What follows belongs to an exercise in optimizing a design on an open flow for a short achievable clock period and few clock cycles per item; a production flow would make more cautious choices.
Only simulation tests tie the RTL to the original design; equivalence was not proved.
No activity file was given, so power comes from the tool's default toggle rates.

File: flow/run.sh
#!/bin/bash
# synth_recipe.tcl (not shown) runs the flow's synth.tcl, then flattens the netlist and writes it again
# the make line also repeats each setting of config.mk as NAME=value (left out here)
make -C /OpenROAD-flow-scripts/flow DESIGN_CONFIG=/design/flow/config.mk WORK_HOME=/design/flow/orfs CLKGATE_MAP_FILE= SYNTH_SCRIPT=/design/flow/synth_recipe.tcl finish
File: flow/config.mk
export PLATFORM = sky130hd
export DESIGN_NAME = cpuTop
export DESIGN_NICKNAME = cpuTop
export VERILOG_FILES = /design/flow/design.v
export SDC_FILE = /design/flow/constraint.sdc
export NUM_CORES = 4
export LEC_CHECK = 0
export CAP_MARGIN = 20
export CORE_MARGIN = 2
export CORE_UTILIZATION = 40
export SETUP_SLACK_MARGIN = 2.5
export SLEW_MARGIN = 20
File: flow/constraint.sdc
create_clock -name core_clock -period 6.5 [get_ports {clk}]
set_input_delay 1.3000 -clock core_clock [delete_from_list [all_inputs] [get_ports {clk}]]
set_output_delay 1.3000 -clock core_clock [all_outputs]
set_load 0.01 [all_outputs]
File: flow/design.v
package isaPkg;
    typedef enum logic [2:0] {
        ADD = 3'b000,
        NEG = 3'b001,
        OR  = 3'b010,
        NOT = 3'b011,
        MOV = 3'b100,
        LDI = 3'b111
    } aluFn;
    typedef enum logic [3:0] {
        NONE   = 4'b0000,
        ALWAYS = 4'b0001,
        C      = 4'b0010,
        NC     = 4'b0011,
        Z      = 4'b0100,
        NZ     = 4'b0101,
        V      = 4'b0110,
        NV     = 4'b0111,
        S      = 4'b1000,
        NS     = 4'b1001,
        HALT   = 4'b1111
    } condCode;
    typedef struct packed {
        condCode                cond;
        aluFn                   fn;
        logic [3-1:0] dst;
        logic [3-1:0] srcA;
        logic [3-1:0] srcB;
    } aluWord;
    typedef struct packed {
        condCode     cond;
        logic [11:0] offset;
    } branchWord;
    typedef union packed {
        aluWord    alu;
        branchWord br;
    } instrWord;
endpackage
package corePkg;
    typedef enum logic [1:0] {
        IDLE   = 2'b00,
        FETCH  = 2'b01,
        DECODE = 2'b10,
        EXEC   = 2'b11
    } seqState;
    typedef struct packed {
        logic c;
        logic z;
        logic v;
        logic s;
    } aluFlags;
endpackage
`timescale 1ns/1ps
module progRam (
    input  logic                    clk,
    input  logic                    loadValid,
    input  logic [7-1:0] loadAddr,
    input  logic [16-1:0]  loadData,
    input  logic [7-1:0] fetchAddr,
    output logic [16-1:0]  fetchData
);
    logic [16-1:0] mem [128];
    always_ff @(posedge clk)
    begin
        if (loadValid)
        begin
            mem[loadAddr] <= loadData;
        end
    end
    assign fetchData = mem[fetchAddr];
endmodule
`timescale 1ns/1ps
module regBank (
    input  logic                   clk,
    input  logic                   rstN,
    input  logic                   wrEn,
    input  logic [3-1:0] wrIdx,
    input  logic [16-1:0] wrData,
    input  logic [3-1:0] rdIdxA,
    input  logic [3-1:0] rdIdxB,
    output logic [16-1:0] rdA,
    output logic [16-1:0] rdB
);
    logic [16-1:0]  regs [8];
    logic [8-1:0] wrSel;
    assign wrSel = wrEn ? (8'(1) << wrIdx) : '0;
    always_ff @(posedge clk)
    begin
        for (int i = 0; i < 8; i++)
        begin
            if (!rstN)
                regs[i] <= '0;
            else if (wrSel[i])
                regs[i] <= wrData;
        end
    end
    assign rdA = regs[rdIdxA];
    assign rdB = regs[rdIdxB];
endmodule
`timescale 1ns/1ps
module aluUnit (
    input  logic [5:0]             fnOh,
    input  logic [5:0]             imm,
    input  logic [16-1:0] rdA,
    input  logic [16-1:0] rdB,
    output logic [16-1:0] aluResult,
    output corePkg::aluFlags       addFlags
);
    localparam int Msb = 16 - 1;
    logic [16:0] sum;
    logic [15:0] gen [5];
    logic [15:0] prop [5];
    assign gen[0]  = rdA & rdB;
    assign prop[0] = rdA ^ rdB;
    for (genvar k = 0; k < 4; k++)
    begin : gLvl
        for (genvar i = 0; i < 16; i++)
        begin : gBit
            if (i >= (1 << k))
            begin : gComb
                assign gen[k + 1][i]  = gen[k][i] | (prop[k][i] & gen[k][i - (1 << k)]);
                assign prop[k + 1][i] = prop[k][i] & prop[k][i - (1 << k)];
            end
            else
            begin : gPass
                assign gen[k + 1][i]  = gen[k][i];
                assign prop[k + 1][i] = prop[k][i];
            end
        end
    end
    assign sum = {gen[4][15], prop[0] ^ {gen[4][14:0], 1'b0}};
    assign aluResult = ({16{fnOh[0]}} & sum[Msb:0])
                     | ({16{fnOh[1]}} & (-rdB))
                     | ({16{fnOh[2]}} & (rdA | rdB))
                     | ({16{fnOh[3]}} & ~rdB)
                     | ({16{fnOh[4]}} & rdB)
                     | ({16{fnOh[5]}} & {{(16 - 6){imm[5]}}, imm});
    assign addFlags.c = sum[16];
    assign addFlags.z = ((rdA ^ rdB) == {(rdA[Msb-1:0] | rdB[Msb-1:0]), 1'b0});
    assign addFlags.v = (rdA[Msb] == rdB[Msb]) && (sum[Msb] != rdA[Msb]);
    assign addFlags.s = sum[Msb];
endmodule
`timescale 1ns/1ps
module branchUnit (
    input  isaPkg::instrWord        instr,
    input  logic [7-1:0] pc,
    input  corePkg::aluFlags        flags,
    output logic                    taken,
    output logic [7-1:0] target
);
    logic [16-1:0] offsetExt;
    logic [16-1:0] sum;
    always_comb
    begin
        case (instr.br.cond)
            isaPkg::ALWAYS: taken = 1'b1;
            isaPkg::C:      taken = flags.c;
            isaPkg::NC:     taken = !flags.c;
            isaPkg::Z:      taken = flags.z;
            isaPkg::NZ:     taken = !flags.z;
            isaPkg::V:      taken = flags.v;
            isaPkg::NV:     taken = !flags.v;
            isaPkg::S:      taken = flags.s;
            isaPkg::NS:     taken = !flags.s;
            default:        taken = 1'b0;
        endcase
    end
    assign offsetExt = {{(16 - 12){instr.br.offset[11]}}, instr.br.offset};
    assign sum = 16'(pc) + 16'(1) + offsetExt;
    assign target = sum[7-1:0];
endmodule
`timescale 1ns/1ps
module cpuSequencer;
endmodule
`timescale 1ns/1ps
module cpuTop (
    input  logic                    clk,
    input  logic                    rstN,
    input  logic                    loadValid,
    input  logic [7-1:0] loadAddr,
    input  logic [16-1:0]  loadData,
    input  logic                    start,
    output logic                    wbValid,
    output logic [3-1:0]  wbReg,
    output logic [16-1:0]  wbData,
    output logic                    halted
);
    logic                    run;
    logic [7-1:0] fpc;
    logic [16-1:0]  fetchData;
    logic [16-1:0]  ir;
    logic                    irValid;
    logic [7-1:0] irPc;
    corePkg::aluFlags        flags;
    logic                    isW;
    logic                    isHalt;
    logic                    taken;
    logic [7-1:0] target;
    logic                    doWrite;
    logic [5:0]              fnOh;
    logic [16-1:0]  rdA;
    logic [16-1:0]  rdB;
    logic [16-1:0]  result;
    corePkg::aluFlags        addFlags;
    progRam prog (.clk, .loadValid, .loadAddr, .loadData, .fetchAddr(fpc), .fetchData);
    assign isW    = (ir[15:12] == 4'h0) && (ir[11:9] != 3'b101) && (ir[11:9] != 3'b110);
    assign isHalt = (ir[15:12] == 4'hf);
    assign fnOh   = {ir[11:9] == 3'b111, ir[11:9] == 3'b100, ir[11:9] == 3'b011,
                     ir[11:9] == 3'b010, ir[11:9] == 3'b001, ir[11:9] == 3'b000};
    assign target = irPc + 7'd1 + ir[6:0];
    branchUnit branch (.instr(ir), .pc(irPc), .flags, .taken, .target());
    assign doWrite = run && irValid && isW;
    regBank regs (.clk, .rstN, .wrEn(doWrite), .wrIdx(ir[8:6]), .wrData(result),
                  .rdIdxA(ir[5:3]), .rdIdxB(ir[2:0]), .rdA, .rdB);
    aluUnit alu (.fnOh, .imm(ir[5:0]), .rdA, .rdB, .aluResult(result), .addFlags);
    always_ff @(posedge clk)
    begin
        if (!rstN)
            flags <= '0;
        else if (doWrite && fnOh[0])
            flags <= addFlags;
    end
    always_ff @(posedge clk)
    begin
        if (!rstN)
        begin
            run <= 1'b0;
            halted <= 1'b0;
            wbValid <= 1'b0;
            irValid <= 1'b0;
        end
        else
        begin
            wbValid <= doWrite;
            if (start)
            begin
                run <= 1'b1;
                halted <= 1'b0;
                irValid <= 1'b0;
            end
            else if (run)
            begin
                if (irValid && isHalt)
                begin
                    run <= 1'b0;
                    halted <= 1'b1;
                    irValid <= 1'b0;
                end
                else if (irValid && taken)
                    irValid <= 1'b0;
                else
                    irValid <= 1'b1;
            end
        end
    end
    always_ff @(posedge clk)
    begin
        if (start)
            fpc <= '0;
        else if (irValid && taken)
            fpc <= target;
        else
            fpc <= fpc + 1'b1;
        ir <= fetchData;
        irPc <= fpc;
        wbReg <= ir[8:6];
        wbData <= result;
    end
endmodule
==> results of run 1 <==
## cell usage in the layout, fill, tap and decap left out, drive strengths merged, types with 28 or more instances in the layout
cell type | netlist | final
a211oi | 43 | 43
a21oi | 145 | 145
buf | 76 | 167
clkbuf | 177 | 265
clkdlybuf4s50 | 0 | 30
clkinv | 0 | 97
dfxtp | 185 | 185
edfxtp | 2048 | 2048
ha | 37 | 37
inv | 74 | 87
mux2i | 47 | 47
mux4 | 681 | 681
nand2 | 68 | 68
nand2b | 28 | 28
nand3 | 45 | 45
nor2 | 247 | 247
o21ai | 113 | 113
xnor2 | 36 | 36
## cells by family after synthesis
family	after synthesis
flip-flops	2233
multiplexers	752
AND/OR/NAND/NOR	485
AO/OA/AOI/OAI	456
buffers and inverters	327
XOR/XNOR	44
adder cells (fa/ha/maj)	39
## cell type report
class	instances	area (µm²)	area share (%)
sequential	2233	65200	64.4
multi-input combinational	1776	22800	22.4
clock buffer	264	5840	5.76
tap	2958	3700	3.65
timing repair buffer	198	1910	1.89
clock inverter	145	1620	1.59
inverter	74	280	0.277
antenna	3	7.51	0.00741
## metrics by stage
step                      utilization, %  worst slack, ns  hold slack (ns)  cells
after floorplan                        -             2.53            0.329   4336
after global placement              42.3             1.47            0.468   7209
after detailed placement            42.3             1.48            0.467   7209
after CTS                           45.9             2.41            0.477   7631
after global routing                46.0             2.25            0.497   7649
final                               46.0             2.36            0.469   7651
## final timing paths
path | end | slack, ns | cells past startpoint
min reg2reg | flags[1] | 0.47 | 2
max reg2reg | regs.regs[7][15] | 2.62 | 13
min | flags[1] | 0.47 | 2
max | prog.mem[111][7] | 2.36 | 4
## worst max-delay path: cells and delay by family
kind	cells	cell delay (ns)
buffers and inverters	1	0.60
AND/OR/NAND/NOR	3	2.68
## what timing repair did
item	CTS	global route
endpoints found under the setup margin	251	259
pin swaps	9	9
setup buffers	13	16
gates resized for setup	36	29
gates cloned	0	1
hold buffers	0	0
hold endpoints to repair	0	0
## per-layer routing
| layer | up-vias | track usage (%) |
|---|---|---|
| li1 | 18400 | - |
| met5 | - | 0 |
| met3 | 291 | 3.37 |
| met4 | 8 | 4.26 |
| met1 | 23700 | 30.2 |
| met2 | 1751 | 30.2 |
## power by group through the flow
stage	Combinational (µW)	Clock (µW)	Sequential, µW
after floorplan	4010	0	16200
after CTS	6380	13200	16200
after detailed placement	5980	0	16500
final	6610	13000	16100
after global placement	5950	0	16500
after global routing	6940	13800	16200
## sequential cells by signal, indices dropped and copies added (netlist names)
signal     count
fpc            7
ir            16
prog.mem    2048
wbData        16
wbValid        1
run            1
irPc           7
regs.regs    128
flags          4
halted         1
irValid        1
wbReg          3
==> flow_metrics.py, run 1 <==
metrics = {
    "floorplan": {
        "core_mm2": 0.220,
        "io_pins": 48,
        "start_util_pct": 40.3,
        "die_h_um": 475,
        "die_w_um": 475,
        "placementRows": 172,
        "dieArea_mm2": 0.226,
    },
    "yosys": {
        "ys.warnings.count": 8,
        "async_flop_share_pct": 0,
        "synth.distinct_cells": 82,
        "syn_inst": 4336,
        "synthSimpleGateAreaFrac_pct": 2.54,
        "synthesis.area_mm2": 0.0888,
        "synth-seq-cells": 2233,
        "synthMuxAreaShare_pct": 18.1,
        "ys.flop_type": "edfxtp_1",
        "synth-edff-count": 2048,
        "synth_most_common_cell": "edfxtp_1",
        "synth_compound_area_share_pct": 3.41,
        "ys_seq_area_share_pct": 73.4,
        "synthTopCellsByCount": "2048 x edfxtp_1, 681 x mux4_2, 246 x nor2_1, 185 x dfxtp_1, 177 x clkbuf_1",
        "synth_top_area_share_pct": 69.3,
        "synth_top_family_by_area": "multiplexers",
        "synth_xor_area_share_pct": 0.434,
        "synth_nets": 4402,
        "synthTopCellsByArea": "edfxtp_1 69%, mux4_2 17%, dfxtp_1 4.2%",
        "synth_largest_area_cell": "edfxtp_1",
        "yosys.area_share.adder_pct": 0.567,
        "synth_area_per_cell_um2": 20.5,
    },
    "pwr": {
        "p_leak_uw": 0.0310,
        "pwr-share-seq_pct": 45.2,
        "p_comb_share_pct": 18.5,
        "power_frac_clock_pct": 36.4,
        "p_int_uw": 26000,
        "cellPowerDensity_mw_per_mm2": 353,
        "switching_power_uw": 9720,
        "ir_drop_mv": 0.230,
        "p_sw_share_pct": 27.2,
        "p_total_uw": 35700,
    },
    "route": {
        "dr.first_iter.drc_count": 5706,
        "wl_um": 225000,
        "ant_nets": 0,
        "drt-wirelength-per-cell_um": 29.4,
        "wl_met3_um": 16900,
        "num_vias": 44200,
        "met2WireLength_um": 104000,
        "vias_per_cell": 5.77,
        "drc": 0,
        "firstDrtPassIters": 8,
        "wl_met1_um": 99400,
        "routed.top_layer": "met5",
    },
    "setup_path": {
        "slowest_stage": "nor2_2",
        "cp-end-kind": "flop",
        "cp_max_fo": 16,
        "critPathRequiredTime_ns": 6.97,
        "cp-start-kind": "input pin",
        "crit_path_cell_trace": "clkdlybuf4s50_1, nor2b_1, nand4_1, nor2_2",
        "path_class": "in2reg",
        "max_stage_delay_ns": 1.11,
        "timing.rr.start": "ir[5]",
        "arrival_ns": 4.61,
        "crit_start": "loadAddr[3]",
    },
    "timing": {
        "tightest_slew_ns": 1.15,
        "fmax_ghz": 0.242,
        "setup-violations-final": 0,
        "min_period_ns": 4.14,
        "hold_viol": 0,
        "slew_headroom_pct": 23.6,
        "period_share_pct": 63.7,
        "drv_slew": 0,
        "clock-skew-final_ns": 0.0768,
        "fin_setup_tns_ns": 0,
        "grt_setup_unrepaired": "true",
    },
    "worst_hold_path": {
        "hp-class": "reg2reg",
        "hold_start": "flags[1]",
    },
    "clocking": {
        "clock_latency_ns": 0.89,
        "path_clk_slew_ns": 0.06,
        "cts.sinks": 2233,
        "htree_levels": 4,
        "cts_tree": "built",
        "cts_max_path_buffers": 3,
        "root_buffer": "clkbuf_16",
        "cts_buffers": 221,
    },
    "global_routing": {
        "grt_pass1_wl_um": 323000,
        "grt_pass1_vias": 43700,
        "grt-ovfl-total": 0,
        "grt_max_degree": 110,
        "antenna_found_initial": 17,
        "track_usage_pct": 19.9,
    },
    "finish": {
        "fin_nets": 4570,
        "area_delta_synth_final_pct": 14.1,
        "drive_above_1_share_pct": 29.6,
        "post-route-cell-area_mm2": 0.101,
        "fillCellCount": 18100,
    },
    "placement": {
        "placed_area_mm2": 0.0932,
        "dp_hpwl_um": 135000,
        "io_buffers": 47,
        "routabilityCongestion": 0.874,
    },
    "run_status": {
        "status": "no timing/DRC/antenna violations",
    },
    "job": {
        "drv_cap": 0,
    },
}
Testbench counts, summed over its fixed seeds: cycles 26,298, instrs 21,904.
==> inputs of run 2 (changes only) <==
--- a/flow/design.v
+++ b/flow/design.v
@@ -57,17 +57,36 @@
     input  logic [7-1:0] loadAddr,
     input  logic [16-1:0]  loadData,
     input  logic [7-1:0] fetchAddr,
-    output logic [16-1:0]  fetchData
+    output logic [16-1:0]  fetchData,
+    output logic                    fetchPred,
+    output logic [7-1:0] fetchTgt
 );
     logic [16-1:0] mem [128];
-    always_ff @(posedge clk)
-    begin
-        if (loadValid)
-        begin
-            mem[loadAddr] <= loadData;
-        end
-    end
+    logic                    pred [128];
+    logic [7-1:0] tgt [128];
+    logic [7-1:0] ldTgt;
+    logic                    ldPred;
+    logic                    ldValid;
+    logic [7-1:0] ldAddr;
+    logic [16-1:0]  ldData;
+    always_ff @(posedge clk)
+    begin
+        ldValid <= loadValid;
+        ldAddr <= loadAddr;
+        ldData <= loadData;
+        if (ldValid)
+        begin
+            mem[ldAddr] <= ldData;
+            pred[ldAddr] <= ldPred;
+            tgt[ldAddr] <= ldTgt;
+        end
+    end
+    assign ldTgt  = ldAddr + 7'd1 + ldData[6:0];
+    assign ldPred = (ldData[15:12] == 4'h1)
+                 || (ldData[15:12] >= 4'h2 && ldData[15:12] <= 4'h9 && ldTgt <= ldAddr);
     assign fetchData = mem[fetchAddr];
+    assign fetchPred = pred[fetchAddr];
+    assign fetchTgt  = tgt[fetchAddr];
 endmodule
 `timescale 1ns/1ps
 module regBank (
@@ -76,26 +95,28 @@
     input  logic                   wrEn,
     input  logic [3-1:0] wrIdx,
     input  logic [16-1:0] wrData,
-    input  logic [3-1:0] rdIdxA,
-    input  logic [3-1:0] rdIdxB,
-    output logic [16-1:0] rdA,
-    output logic [16-1:0] rdB
-);
-    logic [16-1:0]  regs [8];
-    logic [8-1:0] wrSel;
-    assign wrSel = wrEn ? (8'(1) << wrIdx) : '0;
+    input  logic [2*8-1:0] rdSel,
+    output logic [2*16-1:0] rdData
+);
+    logic [16-1:0] regs [8];
     always_ff @(posedge clk)
     begin
         for (int i = 0; i < 8; i++)
         begin
             if (!rstN)
                 regs[i] <= '0;
-            else if (wrSel[i])
+            else if (wrEn && wrIdx == i)
                 regs[i] <= wrData;
         end
     end
-    assign rdA = regs[rdIdxA];
-    assign rdB = regs[rdIdxB];
+    always_comb
+    begin
+        rdData = '0;
+        for (int p = 0; p < 2; p++)
+            for (int i = 0; i < 8; i++)
+                rdData[p * 16 +: 16] = rdData[p * 16 +: 16]
+                    | ({16{rdSel[p * 8 + i]}} & regs[i]);
+    end
 endmodule
 `timescale 1ns/1ps
 module aluUnit (
@@ -191,10 +212,16 @@
     logic [16-1:0]  ir;
     logic                    irValid;
     logic [7-1:0] irPc;
+    logic [7:0]              irSelA;
+    logic [7:0]              irSelB;
     corePkg::aluFlags        flags;
     logic                    isW;
     logic                    isHalt;
     logic                    taken;
+    logic                    fetchPred;
+    logic [7-1:0] fetchTgt;
+    logic                    irPred;
+    logic                    mispred;
     logic [7-1:0] target;
     logic                    doWrite;
     logic [5:0]              fnOh;
@@ -202,7 +229,9 @@
     logic [16-1:0]  rdB;
     logic [16-1:0]  result;
     corePkg::aluFlags        addFlags;
-    progRam prog (.clk, .loadValid, .loadAddr, .loadData, .fetchAddr(fpc), .fetchData);
+    progRam prog (.clk, .loadValid, .loadAddr, .loadData, .fetchAddr(fpc), .fetchData,
+                  .fetchPred, .fetchTgt);
+    assign mispred = irValid && (taken != irPred);
     assign isW    = (ir[15:12] == 4'h0) && (ir[11:9] != 3'b101) && (ir[11:9] != 3'b110);
     assign isHalt = (ir[15:12] == 4'hf);
     assign fnOh   = {ir[11:9] == 3'b111, ir[11:9] == 3'b100, ir[11:9] == 3'b011,
@@ -211,7 +240,7 @@
     branchUnit branch (.instr(ir), .pc(irPc), .flags, .taken, .target());
     assign doWrite = run && irValid && isW;
     regBank regs (.clk, .rstN, .wrEn(doWrite), .wrIdx(ir[8:6]), .wrData(result),
-                  .rdIdxA(ir[5:3]), .rdIdxB(ir[2:0]), .rdA, .rdB);
+                  .rdSel({irSelB, irSelA}), .rdData({rdB, rdA}));
     aluUnit alu (.fnOh, .imm(ir[5:0]), .rdA, .rdB, .aluResult(result), .addFlags);
     always_ff @(posedge clk)
     begin
@@ -246,7 +275,7 @@
                     halted <= 1'b1;
                     irValid <= 1'b0;
                 end
-                else if (irValid && taken)
+                else if (mispred)
                     irValid <= 1'b0;
                 else
                     irValid <= 1'b1;
@@ -257,11 +286,17 @@
     begin
         if (start)
             fpc <= '0;
-        else if (irValid && taken)
-            fpc <= target;
+        else if (mispred)
+            fpc <= taken ? target : irPc + 7'd1;
         else
-            fpc <= fpc + 1'b1;
+            fpc <= fetchPred ? fetchTgt : fpc + 7'd1;
+        irPred <= fetchPred;
         ir <= fetchData;
+        for (int k = 0; k < 8; k++)
+        begin
+            irSelA[k] <= (fetchData[5:3] == k);
+            irSelB[k] <= (fetchData[2:0] == k);
+        end
         irPc <= fpc;
         wbReg <= ir[8:6];
         wbData <= result;
--- a/flow/config.mk
+++ b/flow/config.mk
@@ -8,5 +8,5 @@
 export CAP_MARGIN = 20
 export CORE_MARGIN = 2
 export CORE_UTILIZATION = 40
-export SETUP_SLACK_MARGIN = 2.5
+export SETUP_SLACK_MARGIN = 3.0
 export SLEW_MARGIN = 20
==> run 2 against run 1 <==
Still clean. Design area increased by 47%. Via count increased by 53%. Die area increased by 45%. Combinational power increased by 110%. Flip-flop and latch count increased by 1065. Critical path type is now reg2reg. Critical endpoint is now prog.pred[120]. Highest routed layer unchanged.
==> flow_metrics.py, run 2 <==
metrics = {
    "finish": {
        "fin_nets": 6674,
        "fillCellCount": 26400,
        "final_common_cell": "edfxtp_1",
        "area_delta_synth_final_pct": 16.1,
        "mostFrequentLayoutCells": "3072 x edfxtp_1, 870 x mux4_2, 353 x clkbuf_16, 239 x buf_4, 189 x dfxtp_1",
        "top_register": "prog.mem",
        "post-route-cell-area_mm2": 0.149,
        "multi_input_area_mm2": 0.0315,
        "regArea_mm2": 0.0969,
        "largest_reg_flops": 2048,
        "drive_above_1_share_pct": 29.4,
        "reg.largest.list": "prog.mem: 2048 flops, prog.tgt: 896 flops",
        "finalNonFillerCells": 11200,
    },
    "worst_hold_path": {
        "hp-class": "reg2reg",
        "hold_start": "flags[2]",
        "whs_path_depth": 2,
    },
    "setup_path": {
        "path_depth": 15,
        "cp-start-kind": "flop",
        "cp-end-kind": "flop",
        "path_buf_inv": 5,
        "slowest_stage": "fa_2",
        "cp_max_fo": 8,
        "critical_path.most_common_cell": "o21a_1",
        "worstRegToRegCells": 15,
        "critPathRequiredTime_ns": 7.23,
        "crit_start": "prog.ldData[1]",
        "path_class": "reg2reg",
        "timing.rr.start": "prog.ldData[1]",
        "arrival_ns": 4.41,
        "crit_path_cell_trace": "inv_2, fa_2, clkinvlp_4, ha_4, nor2b_4, o21a_1, o21a_1, o21a_1, o211ai_1, a21oi_2, buf_4, nor3_4, buf_4, bufbuf_16, a21o_4",
        "max_stage_delay_ns": 0.61,
        "cp_top_family": "compound AO/OA/AOI/OAI gates",
    },
    "timing": {
        "hold_viol": 0,
        "fin_ws_ns": 2.81,
        "drv_slew": 0,
        "setup-violations-final": 0,
        "grt_setup_unrepaired": "true",
        "period_share_pct": 56.7,
        "slew_headroom_pct": 19.3,
        "min_period_ns": 3.69,
        "clock-skew-final_ns": 0.0699,
        "tightest_slew_ns": 1.21,
        "fmax_ghz": 0.271,
        "fin_setup_tns_ns": 0,
    },
    "yosys": {
        "ys.warnings.count": 8,
        "synth.distinct_cells": 85,
        "synthTopCellsByArea": "edfxtp_1 72%, mux4_2 15%, dfxtp_1 3.5%",
        "synthesis.area_mm2": 0.129,
        "synth_nets": 6270,
        "async_flop_share_pct": 0,
        "synth_most_common_cell": "edfxtp_1",
        "synthTopCellsByCount": "3072 x edfxtp_1, 869 x mux4_2, 261 x nor2_1, 226 x dfxtp_1, 181 x a22oi_1",
        "synth_top_area_share_pct": 71.7,
        "synth_area_per_cell_um2": 20.8,
        "synth-seq-cells": 3298,
        "ys.flop_type": "edfxtp_1",
        "synth-edff-count": 3072,
        "ys_seq_area_share_pct": 75.2,
        "syn_inst": 6186,
        "synth_largest_area_cell": "edfxtp_1",
    },
    "floorplan": {
        "start_util_pct": 40.2,
        "placementRows": 208,
        "dieArea_mm2": 0.326,
        "io_pins": 48,
        "core_mm2": 0.321,
        "die_w_um": 571,
        "die_h_um": 571,
    },
    "placement": {
        "place_inst": 10400,
        "routabilityCongestion": 0.884,
        "placed_area_mm2": 0.136,
        "dp_hpwl_um": 204000,
        "preCtsSetupSlack_ns": 1.27,
        "io_buffers": 47,
    },
    "pwr": {
        "cellPowerDensity_mw_per_mm2": 381,
        "ir_drop_mv": 0.220,
        "p_leak_uw": 0.0460,
    },
    "run_status": {
        "status": "no timing/DRC/antenna violations",
    },
    "route": {
        "vias_per_cell": 6.04,
        "firstDrtPassIters": 9,
        "ant_nets": 0,
        "dr.first_iter.drc_count": 9423,
        "drc": 0,
        "wl_um": 371000,
        "num_vias": 67400,
        "drt-wirelength-per-cell_um": 33.2,
    },
    "job": {
        "drv_cap": 0,
    },
    "global_routing": {
        "track_usage_pct": 22.4,
        "grt.met2_usage_pct": 35.4,
        "grt_pass1_vias": 66600,
        "met3_usage_pct": 4.64,
        "grtUsageMet1_pct": 31.3,
        "antenna_found_initial": 23,
        "grt_max_degree": 105,
        "grt-ovfl-total": 0,
        "grt_most_used_layer": "met2",
        "grt_pass1_wl_um": 516000,
    },
    "clocking": {
        "cts_buffers": 342,
        "clock_latency_ns": 0.92,
        "cts.sinks": 3298,
        "root_buffer": "clkbuf_16",
        "cts_max_path_buffers": 4,
        "cts_tree": "built",
        "path_clk_slew_ns": 0.06,
        "htree_levels": 5,
    },
}
==> run 2: kinds of logic (layout without fill, tap and decap cells) <==
family                   Yosys count  count (layout)  share of synthesized area [%]
flip-flops                      3298            3298                           75.2
multiplexers                     988             988                           16.2
AO/OA/AOI/OAI                    711             724                           3.65
AND/OR/NAND/NOR                  638             638                           2.33
buffers and inverters            437            1088                           1.69
adder cells (fa/ha/maj)           57              57                          0.571
XOR/XNOR                          57              60                          0.388
other                              0               5                              0
==> run 2: worst register-to-register path, stage by stage, from the launching register on <==
cell and delay, ns:
dfxtp_4 0.48, inv_2 0.09, fa_2 0.61, clkinvlp_4 0.12, ha_4 0.23, nor2b_4 0.12
o21a_1 0.19, o21a_1 0.18, o21a_1 0.16, o211ai_1 0.24, a21oi_2 0.12, buf_4 0.16
nor3_4 0.13, buf_4 0.18, bufbuf_16 0.28, a21o_4 0.19
==> run 2: final cells by class <==
| type | instances | share of cell area [%] |
|---|---|---|
| flip-flops and latches | 3298 | 64.8 |
| multi-input cells | 2467 | 21.0 |
| clock buffers | 434 | 6.07 |
| well taps | 4305 | 3.60 |
| repair buffers | 406 | 3.23 |
| clock inverters | 173 | 1.02 |
| inverters | 74 | 0.196 |
| diodes | 5 | 0.00837 |
| repair inverters | 1 | 0.00335 |
==> run 2: final timing paths <==
check / endpoint / slack [ns]
setup / recovery: prog.pred[120] / 2.81
hold / removal: flags[2] / 0.50
setup reg to reg: prog.pred[120] / 2.81
hold reg to reg: flags[2] / 0.50
==> run 2: power breakdown <==
group | switching [µW] | internal (µW) | total, µW | leakage, µW
Combinational | 7900 | 5940 | 13800 | 0.0115
Clock | 8150 | 10600 | 18700 | 0.00517
Sequential | 560 | 23800 | 24300 | 0.0294
==> run 2: metal layers <==
layer  part of all wire (%)  wire length (µm)
met1                     40            149000
met2                     47            173000
met3                    9.8             36400
met4                    3.4             12400
met5                  0.085               315
==> run 2: metrics by stage <==
step	power [µW]	util, %	hold WS [ns]
finish	56900	46.6	0.500
detailed placement	37200	42.4	0.482
CTS	56800	46.4	0.499
global route	58600	46.6	0.518
global placement	37100	42.3	0.469
floorplan	32800	-	0.326
==> run 2: what timing repair did <==
action | 4_1_cts | 5_1_grt
gates cloned | 30 | 7
hold buffers | 0 | 0
resized for setup | 145 | 63
endpoints found under the setup margin | 599 | 270
endpoints found under the hold margin | 0 | 0
pin swaps | 18 | 14
setup buffers | 71 | 17
Testbench counts of run 2, summed over its fixed seeds: cycles 24,564, instrs 21,904.
==> inputs of run 3 (changes only) <==
--- a/flow/design.v
+++ b/flow/design.v
@@ -58,14 +58,19 @@
     input  logic [16-1:0]  loadData,
     input  logic [7-1:0] fetchAddr,
     output logic [16-1:0]  fetchData,
-    output logic                    fetchPred,
-    output logic [7-1:0] fetchTgt
+    output logic [7-1:0] fetchTgt,
+    output logic [11:0]             fetchNext,
+    input  logic [7-1:0] altAddr,
+    output logic [16-1:0]  altData,
+    output logic [7-1:0] altTgt,
+    output logic [11:0]             altNext
 );
     logic [16-1:0] mem [128];
-    logic                    pred [128];
     logic [7-1:0] tgt [128];
+    logic [11:0]             nxt [128];
     logic [7-1:0] ldTgt;
-    logic                    ldPred;
+    logic [3:0]              ldCc;
+    logic                    ldIsW;
     logic                    ldValid;
     logic [7-1:0] ldAddr;
     logic [16-1:0]  ldData;
@@ -77,16 +82,20 @@
         if (ldValid)
         begin
             mem[ldAddr] <= ldData;
-            pred[ldAddr] <= ldPred;
             tgt[ldAddr] <= ldTgt;
+            nxt[ldAddr - 7'd1] <= {!ldIsW, ldCc, ldTgt};
         end
     end
-    assign ldTgt  = ldAddr + 7'd1 + ldData[6:0];
-    assign ldPred = (ldData[15:12] == 4'h1)
-                 || (ldData[15:12] >= 4'h2 && ldData[15:12] <= 4'h9 && ldTgt <= ldAddr);
+    assign ldTgt = ldAddr + 7'd1 + ldData[6:0];
+    assign ldIsW = (ldData[15:12] == 4'h0) && (ldData[11:9] != 3'b101) && (ldData[11:9] != 3'b110);
+    assign ldCc  = (ldData[15:12] == 4'hf || (ldData[15:12] >= 4'h1 && ldData[15:12] <= 4'h9))
+                 ? ldData[15:12] : 4'h0;
     assign fetchData = mem[fetchAddr];
-    assign fetchPred = pred[fetchAddr];
     assign fetchTgt  = tgt[fetchAddr];
+    assign fetchNext = nxt[fetchAddr];
+    assign altData = mem[altAddr];
+    assign altTgt  = tgt[altAddr];
+    assign altNext = nxt[altAddr];
 endmodule
 `timescale 1ns/1ps
 module regBank (
@@ -163,17 +172,13 @@
 endmodule
 `timescale 1ns/1ps
 module branchUnit (
-    input  isaPkg::instrWord        instr,
-    input  logic [7-1:0] pc,
-    input  corePkg::aluFlags        flags,
-    output logic                    taken,
-    output logic [7-1:0] target
+    input  logic [3:0]       cc,
+    input  corePkg::aluFlags flags,
+    output logic             taken
 );
-    logic [16-1:0] offsetExt;
-    logic [16-1:0] sum;
     always_comb
     begin
-        case (instr.br.cond)
+        case (cc)
             isaPkg::ALWAYS: taken = 1'b1;
             isaPkg::C:      taken = flags.c;
             isaPkg::NC:     taken = !flags.c;
@@ -186,12 +191,37 @@
             default:        taken = 1'b0;
         endcase
     end
-    assign offsetExt = {{(16 - 12){instr.br.offset[11]}}, instr.br.offset};
-    assign sum = 16'(pc) + 16'(1) + offsetExt;
-    assign target = sum[7-1:0];
 endmodule
 `timescale 1ns/1ps
-module cpuSequencer;
+module cpuSequencer (
+    input  logic [7-1:0] addr,
+    input  logic [7-1:0] addr1,
+    input  logic [7-1:0] addr2,
+    input  logic [16-1:0]  word,
+    input  logic [7-1:0] tgt,
+    input  logic [11:0]             next,
+    output logic [3:0]              cc,
+    output logic [7-1:0] nSeq,
+    output logic [7-1:0] nTgt
+);
+    logic       isW;
+    logic [3:0] ownCc;
+    logic       fold;
+    logic       chain;
+    logic       chainJ;
+    logic       chainN;
+    assign isW   = (word[15:12] == 4'h0) && (word[11:9] != 3'b101) && (word[11:9] != 3'b110);
+    assign ownCc = (word[15:12] == 4'hf || (word[15:12] >= 4'h1 && word[15:12] <= 4'h9))
+                 ? word[15:12] : 4'h0;
+    assign fold = isW && next[11]
+                && (word[11:9] != 3'b000 || next[10:7] == 4'h0 || next[10:7] == 4'h1
+                    || next[10:7] == 4'hf || next[10:7] == 4'h4 || next[10:7] == 4'h5);
+    assign chain  = !isW && (ownCc != 4'h1) && (ownCc != 4'hf) && next[11];
+    assign chainJ = chain && (next[10:7] == 4'h1);
+    assign chainN = chain && (next[10:7] == 4'h0);
+    assign cc   = isW ? (fold ? next[10:7] : 4'h0) : ownCc;
+    assign nSeq = chainJ ? next[6:0] : ((fold || chainN) ? addr2 : addr1);
+    assign nTgt = fold ? next[6:0] : tgt;
 endmodule
 `timescale 1ns/1ps
 module cpuTop (
@@ -207,6 +237,7 @@
     output logic                    halted
 );
     logic                    run;
+    logic                    haltNext;
     logic [7-1:0] fpc;
     logic [16-1:0]  fetchData;
     logic [16-1:0]  ir;
@@ -218,11 +249,24 @@
     logic                    isW;
     logic                    isHalt;
     logic                    taken;
-    logic                    fetchPred;
+    logic                    takenFlags;
+    logic                    zFold;
     logic [7-1:0] fetchTgt;
-    logic                    irPred;
-    logic                    mispred;
-    logic [7-1:0] target;
+    logic                    jump;
+    logic [7-1:0] alt;
+    logic [16-1:0]  altData;
+    logic [7-1:0] altTgt;
+    logic [16-1:0]  sData;
+    logic [7-1:0] sAddr;
+    logic [11:0]             fetchNext;
+    logic [11:0]             altNext;
+    logic [3:0]              irCc;
+    logic [3:0]              aCc;
+    logic [3:0]              bCc;
+    logic [7-1:0] aSeq;
+    logic [7-1:0] bSeq;
+    logic [7-1:0] aTgt;
+    logic [7-1:0] bTgt;
     logic                    doWrite;
     logic [5:0]              fnOh;
     logic [16-1:0]  rdA;
@@ -230,14 +274,21 @@
     logic [16-1:0]  result;
     corePkg::aluFlags        addFlags;
     progRam prog (.clk, .loadValid, .loadAddr, .loadData, .fetchAddr(fpc), .fetchData,
-                  .fetchPred, .fetchTgt);
-    assign mispred = irValid && (taken != irPred);
+                  .fetchTgt, .fetchNext, .altAddr(alt), .altData, .altTgt, .altNext);
+    assign jump = irValid && taken;
+    cpuSequencer seqA (.addr(fpc), .addr1(fpc + 7'd1), .addr2(fpc + 7'd2), .word(fetchData),
+                       .tgt(fetchTgt), .next(fetchNext), .cc(aCc), .nSeq(aSeq), .nTgt(aTgt));
+    cpuSequencer seqB (.addr(alt), .addr1(alt + 7'd1), .addr2(alt + 7'd2), .word(altData),
+                       .tgt(altTgt), .next(altNext), .cc(bCc), .nSeq(bSeq), .nTgt(bTgt));
+    assign sData = jump ? altData : fetchData;
+    assign sAddr = jump ? alt : fpc;
     assign isW    = (ir[15:12] == 4'h0) && (ir[11:9] != 3'b101) && (ir[11:9] != 3'b110);
-    assign isHalt = (ir[15:12] == 4'hf);
+    assign isHalt = (irCc == 4'hf);
     assign fnOh   = {ir[11:9] == 3'b111, ir[11:9] == 3'b100, ir[11:9] == 3'b011,
                      ir[11:9] == 3'b010, ir[11:9] == 3'b001, ir[11:9] == 3'b000};
-    assign target = irPc + 7'd1 + ir[6:0];
-    branchUnit branch (.instr(ir), .pc(irPc), .flags, .taken, .target());
+    branchUnit branch (.cc(irCc), .flags, .taken(takenFlags));
+    assign zFold = isW && fnOh[0] && (irCc == 4'h4 || irCc == 4'h5);
+    assign taken = zFold ? (addFlags.z ^ (irCc == 4'h5)) : takenFlags;
     assign doWrite = run && irValid && isW;
     regBank regs (.clk, .rstN, .wrEn(doWrite), .wrIdx(ir[8:6]), .wrData(result),
                   .rdSel({irSelB, irSelA}), .rdData({rdB, rdA}));
@@ -254,6 +305,7 @@
         if (!rstN)
         begin
             run <= 1'b0;
+            haltNext <= 1'b0;
             halted <= 1'b0;
             wbValid <= 1'b0;
             irValid <= 1'b0;
@@ -261,6 +313,9 @@
         else
         begin
             wbValid <= doWrite;
+            haltNext <= 1'b0;
+            if (haltNext)
+                halted <= 1'b1;
             if (start)
             begin
                 run <= 1'b1;
@@ -272,11 +327,12 @@
                 if (irValid && isHalt)
                 begin
                     run <= 1'b0;
-                    halted <= 1'b1;
                     irValid <= 1'b0;
+                    if (isW)
+                        haltNext <= 1'b1;
+                    else
+                        halted <= 1'b1;
                 end
-                else if (mispred)
-                    irValid <= 1'b0;
                 else
                     irValid <= 1'b1;
             end
@@ -286,18 +342,17 @@
     begin
         if (start)
             fpc <= '0;
-        else if (mispred)
-            fpc <= taken ? target : irPc + 7'd1;
         else
-            fpc <= fetchPred ? fetchTgt : fpc + 7'd1;
-        irPred <= fetchPred;
-        ir <= fetchData;
+            fpc <= jump ? bSeq : aSeq;
+        alt <= jump ? bTgt : aTgt;
+        irCc <= jump ? bCc : aCc;
+        ir <= sData;
         for (int k = 0; k < 8; k++)
         begin
-            irSelA[k] <= (fetchData[5:3] == k);
-            irSelB[k] <= (fetchData[2:0] == k);
+            irSelA[k] <= (sData[5:3] == k);
+            irSelB[k] <= (sData[2:0] == k);
         end
-        irPc <= fpc;
+        irPc <= sAddr;
         wbReg <= ir[8:6];
         wbData <= result;
     end
==> run 3 against run 2 <==
Highest routed layer unchanged. Critical path depth rose by 1. Total power rose by 94%. Sequential power rose by 43%. Area after synthesis rose by 71%. Cell count rose by 77%.
==> flow_metrics.py, run 3 <==
metrics = {
    "timing": {
        "grt_setup_unrepaired": "true",
        "drv_slew": 0,
        "fin_setup_tns_ns": 0,
        "setup-violations-final": 0,
        "slew_headroom_pct": 11.8,
        "clock-skew-final_ns": 0.0502,
        "min_period_ns": 4.37,
        "fmax_ghz": 0.229,
        "period_share_pct": 67.2,
        "hold_viol": 0,
        "tightest_slew_ns": 1.32,
    },
    "yosys": {
        "ys_seq_area_share_pct": 63.2,
        "synthMuxAreaShare_pct": 28.1,
        "synth_compound_area_share_pct": 3.62,
        "ys.flop_type": "edfxtp_1",
        "synth_area_per_cell_um2": 20.1,
        "synth.distinct_cells": 99,
        "synth-seq-cells": 4710,
        "synth_nets": 11000,
        "yosys.area_share.adder_pct": 0.268,
        "synthTopCellsByCount": "4480 x edfxtp_1, 2510 x mux4_2, 384 x mux2i_1, 366 x clkbuf_1, 360 x nand2_1",
        "synth_xor_area_share_pct": 0.243,
        "synth-edff-count": 4480,
        "synth_largest_area_cell": "edfxtp_1",
        "syn_inst": 11000,
        "ys.warnings.count": 8,
        "async_flop_share_pct": 0,
        "synthSimpleGateAreaFrac_pct": 2.26,
        "synth_top_area_share_pct": 61.1,
        "synth_top_family_by_area": "multiplexers",
        "synthTopCellsByArea": "edfxtp_1 61%, mux4_2 26%, dfxtp_1 2.1%",
        "synthesis.area_mm2": 0.220,
        "synth_most_common_cell": "edfxtp_1",
    },
    "floorplan": {
        "core_mm2": 0.549,
        "placementRows": 272,
        "die_w_um": 746,
        "start_util_pct": 40.1,
        "dieArea_mm2": 0.556,
        "die_h_um": 746,
        "io_pins": 48,
    },
    "clocking": {
        "htree_levels": 6,
        "cts.sinks": 4710,
        "ctsHoldBuffers": 0,
        "path_clk_slew_ns": 0.06,
        "cts_max_path_buffers": 4,
        "clock_latency_ns": 1.11,
        "cts_buffers": 521,
        "cts_tree": "built",
        "root_buffer": "clkbuf_16",
    },
    "route": {
        "firstDrtPassIters": 9,
        "drc": 0,
        "vias_per_cell": 6.79,
        "dr.first_iter.drc_count": 21800,
        "num_vias": 134000,
        "drt-wirelength-per-cell_um": 40.0,
        "wl_um": 788000,
        "ant_nets": 0,
    },
    "placement": {
        "placed_area_mm2": 0.232,
        "routabilityCongestion": 0.931,
        "io_buffers": 47,
        "dp_hpwl_um": 459000,
    },
    "job": {
        "drv_cap": 0,
    },
    "setup_path": {
        "arrival_ns": 5.36,
        "cp-endpoint": "fpc[4]",
        "rr_endpoint": "fpc[4]",
        "reg2reg_setup_slack_ns": 2.13,
        "path_class": "reg2reg",
        "timing.rr.start": "alt[1]",
        "cp-end-kind": "flop",
        "critPathRequiredTime_ns": 7.49,
        "worstRegToRegCells": 16,
        "cp-start-kind": "flop",
        "crit_start": "alt[1]",
        "cp_max_fo": 22,
    },
    "finish": {
        "fin_nets": 12100,
        "largest_reg_flops": 2048,
        "fillCellCount": 44200,
        "top_register": "prog.mem",
        "drive_above_1_share_pct": 44.0,
        "reg.largest.list": "prog.mem: 2048 flops, prog.nxt: 1536 flops, prog.tgt: 896 flops",
        "post-route-cell-area_mm2": 0.263,
        "final_common_cell": "edfxtp_1",
        "area_delta_synth_final_pct": 19.5,
        "mostFrequentLayoutCells": "4480 x edfxtp_1, 2512 x mux4_2, 843 x buf_4, 550 x clkbuf_16, 360 x mux2i_1",
    },
    "worst_hold_path": {
        "hp-class": "reg2reg",
        "whs_path_depth": 1,
        "hold_start": "haltNext",
    },
    "global_routing": {
        "grt_pass1_vias": 132000,
        "grt_max_degree": 144,
        "antenna_found_initial": 62,
        "grt-ovfl-total": 0,
        "grt_pass1_wl_um": 1070000,
        "track_usage_pct": 27.4,
    },
    "run_status": {
        "status": "no timing/DRC/antenna violations",
    },
    "pwr": {
        "p_leak_uw": 0.0832,
        "cellPowerDensity_mw_per_mm2": 420,
        "ir_drop_mv": 0.340,
    },
}
## run 3: worst max-delay path: stages (launching register included)
cell	delay, ns
dfxtp_4	0.35
buf_4	0.16
buf_12	0.13
buf_6	0.19
nand3_1	0.14
buf_4	0.47
o22ai_1	0.20
a2111oi_2	0.58
a211oi_2	0.22
o32a_4	0.33
xnor2_2	0.17
o21bai_4	0.21
mux2i_4	0.32
mux2i_2	0.30
xnor2_1	0.15
a211oi_1	0.10
a211o_1	0.23
## run 3: area by class of cell
type | count | area [µm²] | share of cell area, %
Antenna cell | 40 | 100 | 0.0380
Clock buffer | 658 | 14000 | 5.30
Clock inverter | 264 | 2410 | 0.917
Inverter | 73 | 318 | 0.121
Multi-Input combinational cell | 5306 | 80600 | 30.6
Sequential cell | 4710 | 139000 | 52.9
Tap cell | 7261 | 9080 | 3.45
Timing Repair Buffer | 1391 | 17400 | 6.60
## run 3: cell families (layout without fill, tap and decap cells)
kind of cell,count (synthesis),after routing
AO/OA/AOI/OAI,1091,1092
XOR/XNOR,61,61
flip-flops,4710,4710
buffers and inverters,942,2386
AND/OR/NAND/NOR,1092,1092
multiplexers,3015,3015
adder cells (fa/ha/maj),46,46
other,0,40
## run 3: worst min path at each step
stage	to	slack [ns]
floorplan	wbReg[2]	0.37
global placement	halted	0.44
detailed placement	halted	0.44
CTS	flags[2]	0.43
global route	halted	0.47
finish	halted	0.45
## run 3: per-stage QoR
stage	hold slack [ns]	util [%]	std cells	total power [µW]	setup slack [ns]
2_1_floorplan	0.368	-	11000	60100	1.52
3_3_place_gp	0.437	42.3	18000	73400	0.606
3_5_place_dp	0.439	42.3	18000	73600	0.838
4_1_cts	0.430	47.5	19600	109000	2.32
5_1_grt	0.472	48.0	19700	113000	2.18
6_report	0.446	48.0	19700	111000	2.13
## run 3: routing by layer
layer / wire [µm] / up-vias / track usage (%)
met5: 180 / - / 0
met2: 363000 / 9848 / 42.5
li1: - / 49900 / -
met4: 40300 / 24 / 11.4
met1: 285000 / 72000 / 36.7
met3: 99800 / 1913 / 7.68
## run 3: power by group
group          internal [µW]  switching, µW  total (µW)  leakage (µW)
clock network          16600          12400       29000       0.00803
registers              34100            607       34700        0.0420
logic                  21300          25600       46900        0.0332
## run 3: what timing repair did
action / in CTS / in global routing
setup buffers: 526 / 90
pin swaps: 229 / 88
setup endpoints to repair: 3930 / 1520
gates cloned: 98 / 13
gates resized for setup: 954 / 240
Testbench counts of run 3, summed over its fixed seeds: cycles 16,985, instrs 21,904.
==> inputs of run 4 (changes only) <==
--- a/flow/design.v
+++ b/flow/design.v
@@ -63,7 +63,8 @@
     input  logic [7-1:0] altAddr,
     output logic [16-1:0]  altData,
     output logic [7-1:0] altTgt,
-    output logic [11:0]             altNext
+    output logic [11:0]             altNext,
+    output logic                    pendLow
 );
     logic [16-1:0] mem [128];
     logic [7-1:0] tgt [128];
@@ -90,6 +91,7 @@
     assign ldIsW = (ldData[15:12] == 4'h0) && (ldData[11:9] != 3'b101) && (ldData[11:9] != 3'b110);
     assign ldCc  = (ldData[15:12] == 4'hf || (ldData[15:12] >= 4'h1 && ldData[15:12] <= 4'h9))
                  ? ldData[15:12] : 4'h0;
+    assign pendLow = ldValid && (ldAddr <= 7'd1);
     assign fetchData = mem[fetchAddr];
     assign fetchTgt  = tgt[fetchAddr];
     assign fetchNext = nxt[fetchAddr];
@@ -260,6 +262,7 @@
     logic [7-1:0] sAddr;
     logic [11:0]             fetchNext;
     logic [11:0]             altNext;
+    logic                    pendLow;
     logic [3:0]              irCc;
     logic [3:0]              aCc;
     logic [3:0]              bCc;
@@ -274,7 +277,7 @@
     logic [16-1:0]  result;
     corePkg::aluFlags        addFlags;
     progRam prog (.clk, .loadValid, .loadAddr, .loadData, .fetchAddr(fpc), .fetchData,
-                  .fetchTgt, .fetchNext, .altAddr(alt), .altData, .altTgt, .altNext);
+                  .fetchTgt, .fetchNext, .altAddr(alt), .altData, .altTgt, .altNext, .pendLow);
     assign jump = irValid && taken;
     cpuSequencer seqA (.addr(fpc), .addr1(fpc + 7'd1), .addr2(fpc + 7'd2), .word(fetchData),
                        .tgt(fetchTgt), .next(fetchNext), .cc(aCc), .nSeq(aSeq), .nTgt(aTgt));
@@ -320,7 +323,7 @@
             begin
                 run <= 1'b1;
                 halted <= 1'b0;
-                irValid <= 1'b0;
+                irValid <= !pendLow;
             end
             else if (run)
             begin
@@ -340,7 +343,11 @@
     end
     always_ff @(posedge clk)
     begin
-        if (start)
+        if (!rstN)
+            fpc <= '0;
+        else if (start)
+            fpc <= pendLow ? 7'd0 : aSeq;
+        else if (!run || (irValid && isHalt))
             fpc <= '0;
         else
             fpc <= jump ? bSeq : aSeq;
==> run 4 against run 3 <==
Non-clock buffer count is 95 lower. Design area is 0.77% lower. Register-to-register slack worse by 0.34 ns. First-iteration DRC count is 0.30% higher. Sequential power hardly changed. Flip-flop and latch count stayed put. Maximum frequency is 7.3% lower. Synthesized cell count is 1.1% lower. Combinational power is 38% lower. Critical path type unchanged. Largest cell class unchanged.
==> flow_metrics.py, run 4 <==
metrics = {
    "run_status": {
        "status": "no timing/DRC/antenna violations",
    },
    "setup_path": {
        "cp-end-kind": "flop",
        "arrival_ns": 5.65,
        "critPathRequiredTime_ns": 7.44,
        "cp-start-kind": "flop",
        "reg2reg_setup_slack_ns": 1.79,
        "cp_max_fo": 15,
        "path_class": "reg2reg",
    },
    "floorplan": {
        "dieArea_mm2": 0.555,
        "die_h_um": 745,
        "placementRows": 272,
        "io_pins": 48,
        "die_w_um": 745,
        "core_mm2": 0.548,
        "start_util_pct": 40.1,
    },
    "finish": {
        "final_common_cell": "edfxtp_1",
        "post-route-cell-area_mm2": 0.261,
        "fin_nets": 11900,
        "top_register": "prog.mem",
        "largest_reg_flops": 2048,
        "drive_above_1_share_pct": 43.7,
        "mostFrequentLayoutCells": "4480 x edfxtp_1, 2587 x mux4_2, 791 x buf_4, 577 x clkbuf_16, 338 x mux2i_1",
        "reg.largest.list": "prog.mem: 2048 flops, prog.nxt: 1536 flops, prog.tgt: 896 flops",
        "area_delta_synth_final_pct": 18.9,
    },
    "yosys": {
        "synthesis.area_mm2": 0.220,
        "synth.distinct_cells": 92,
        "ys.warnings.count": 8,
        "synth-edff-count": 4480,
        "synth_top_area_share_pct": 61.3,
        "ys_seq_area_share_pct": 63.3,
        "ys.flop_type": "edfxtp_1",
        "synthTopCellsByCount": "4480 x edfxtp_1, 2587 x mux4_2, 374 x mux2i_1, 360 x nor2_1, 354 x clkbuf_1",
        "synth-seq-cells": 4710,
        "synth_nets": 10900,
        "synthTopCellsByArea": "edfxtp_1 61%, mux4_2 27%, dfxtp_1 2.1%",
        "synth_area_per_cell_um2": 20.3,
        "synth_largest_area_cell": "edfxtp_1",
        "async_flop_share_pct": 0,
        "syn_inst": 10800,
        "synth_most_common_cell": "edfxtp_1",
    },
    "route": {
        "vias_per_cell": 6.83,
        "dr.first_iter.drc_count": 21900,
        "drc": 0,
        "ant_nets": 0,
        "firstDrtPassIters": 10,
        "wl_um": 797000,
        "num_vias": 133000,
        "drt-wirelength-per-cell_um": 40.9,
    },
    "clocking": {
        "cts.sinks": 4710,
        "cts_tree": "built",
        "cts_max_path_buffers": 4,
        "htree_levels": 6,
        "path_clk_slew_ns": 0.06,
        "root_buffer": "clkbuf_16",
        "cts_buffers": 518,
        "clock_latency_ns": 1.09,
    },
    "timing": {
        "min_period_ns": 4.71,
        "slew_headroom_pct": 5.69,
        "clock-skew-final_ns": 0.0504,
        "tightest_slew_ns": 1.41,
        "drv_slew": 0,
        "fin_ws_ns": 1.79,
        "hold_viol": 0,
        "setup-violations-final": 0,
        "grt_setup_unrepaired": "true",
        "period_share_pct": 72.5,
        "fmax_ghz": 0.212,
        "fin_setup_tns_ns": 0,
    },
    "global_routing": {
        "track_usage_pct": 27.8,
        "grt_pass1_vias": 131000,
        "grt_pass1_wl_um": 1070000,
        "grt_max_degree": 177,
        "grt-ovfl-total": 0,
        "antenna_found_initial": 51,
    },
    "placement": {
        "io_buffers": 47,
        "routabilityCongestion": 0.979,
        "placed_area_mm2": 0.231,
        "dp_hpwl_um": 466000,
        "preCtsSetupSlack_ns": 0.948,
    },
    "pwr": {
        "p_total_uw": 92400,
        "p_leak_uw": 0.0813,
        "cellPowerDensity_mw_per_mm2": 354,
        "ir_drop_mv": 0.291,
    },
    "job": {
        "drv_cap": 0,
    },
    "worst_hold_path": {
        "hp-class": "reg2reg",
    },
}
run 4: stage by stage:
step | cells | util, % | hold slack (ns)
after CTS | 19200 | 46.8 | 0.462
final | 19500 | 47.7 | 0.457
after global placement | 17900 | 42.2 | 0.438
after floorplan | 10800 | - | 0.329
after global routing | 19500 | 47.7 | 0.480
after detailed placement | 17900 | 42.2 | 0.452
run 4: timing repair:
| action | 4_1_cts | 5_1_grt |
|---|---|---|
| cloned | 57 | 46 |
| setup endpoints to repair | 4321 | 1520 |
| buffers inserted | 382 | 188 |
| resized for setup | 666 | 475 |
| hold buffers | 0 | 0 |
| pin swaps | 195 | 113 |
run 4: power breakdown:
part / switching, µW / leakage, µW / internal [µW]
sequential: 646 / 0.0420 / 34100
clock: 12400 / 0.00786 / 16300
combinational: 16200 / 0.0315 / 12700
run 4: cell families (layout without fill, tap and decap cells):
group	after synthesis	after routing	share of synthesized area (%)
xor gates and xnor gates	64	64	0.255
DFF	4710	4710	63.3
and+or+nand+nor	1049	1050	2.16
other	0	39	0
adders and majority gates	47	47	0.275
AOI/OAI and AO/OA	1027	1028	3.37
muxes	3011	3011	28.5
buffers and inverters	928	2286	2.10
run 4: final cells by class:
class	instances	area, µm²
clock buffers	659	13900
inverters	81	338
well taps	7261	9080
clock inverters	250	2220
flip-flops and latches	4710	139000
fillers	44200	287000
diodes	39	97.6
repair buffers	1296	15700
multi-input cells	5200	80500
run 4: critical path: stages, from the launching register on:
cell and delay [ns]:
dfxtp_2 0.69, inv_4 0.30, nand2_1 0.72, a21oi_2 0.17, or4_4 0.65, o41ai_4 0.09
buf_6 0.19, xor2_2 0.15, or4b_4 0.47, a31o_4 0.26, o21ai_4 0.15, buf_6 0.15
mux2i_2 0.22, xnor2_1 0.17, o221ai_1 0.15
run 4: final timing paths:
check	start	endpoint	depth (start not counted)
setup / recovery	alt[5]	fpc[4]	14
hold / removal	haltNext	halted	1
setup reg to reg	alt[5]	fpc[4]	14
hold reg to reg	haltNext	halted	1
run 4: layer usage:
metal,vias to the layer above,part of all wire [%],track usage [%]
li1,49300,-,-
met1,71600,36,36.6
met2,10100,46,42.5
met3,2025,13,8.61
met4,34,5.6,12.6
met5,-,0.048,0
Testbench counts of run 4, summed over its fixed seeds: cycles 16,857, instrs 21,904.

[separate check: timing with driven ports]
The results above use ideal ports. As a check the final layouts listed here were re-extracted and re-timed, cells and wires unchanged.
Step 1 (the two cells are an assumption about what drives the block):
set clk [get_ports {clk}]
set_driving_cell -lib_cell sky130_fd_sc_hd__clkbuf_16 $clk
set_driving_cell -lib_cell sky130_fd_sc_hd__buf_2 [delete_from_list [all_inputs] $clk]
Step 2, shift: input delay + t, output delay - t, t = (earliest + latest rising clock arrival at the registers) / 2. This alone moves slack from input paths to output paths.
Slacks: ideal / step 1 / step 2; pairs: ideal / step 1.
run	t (ns)	setup slack, ns	worst register clock-pin slew, ns	worst slew at a driven data input, ns	pins driven straight from the clock port
run 1	0.939	2.361 / 2.300 / 1.361	0.07 / 0.07	0.15	1
run 2	0.996	2.813 / 2.813 / 2.813	0.07 / 0.07	0.13	1
run 3	1.216	2.133 / 2.133 / 2.133	0.07 / 0.07	0.10	1
run 4	1.208	1.789 / 1.789 / 1.789	0.07 / 0.07	0.18	1
After both steps setup and hold are still met in every run listed. For run 1, which loses most, drivers alone change the setup slack by -0.061 ns; drivers and shift together by -1.000 ns.
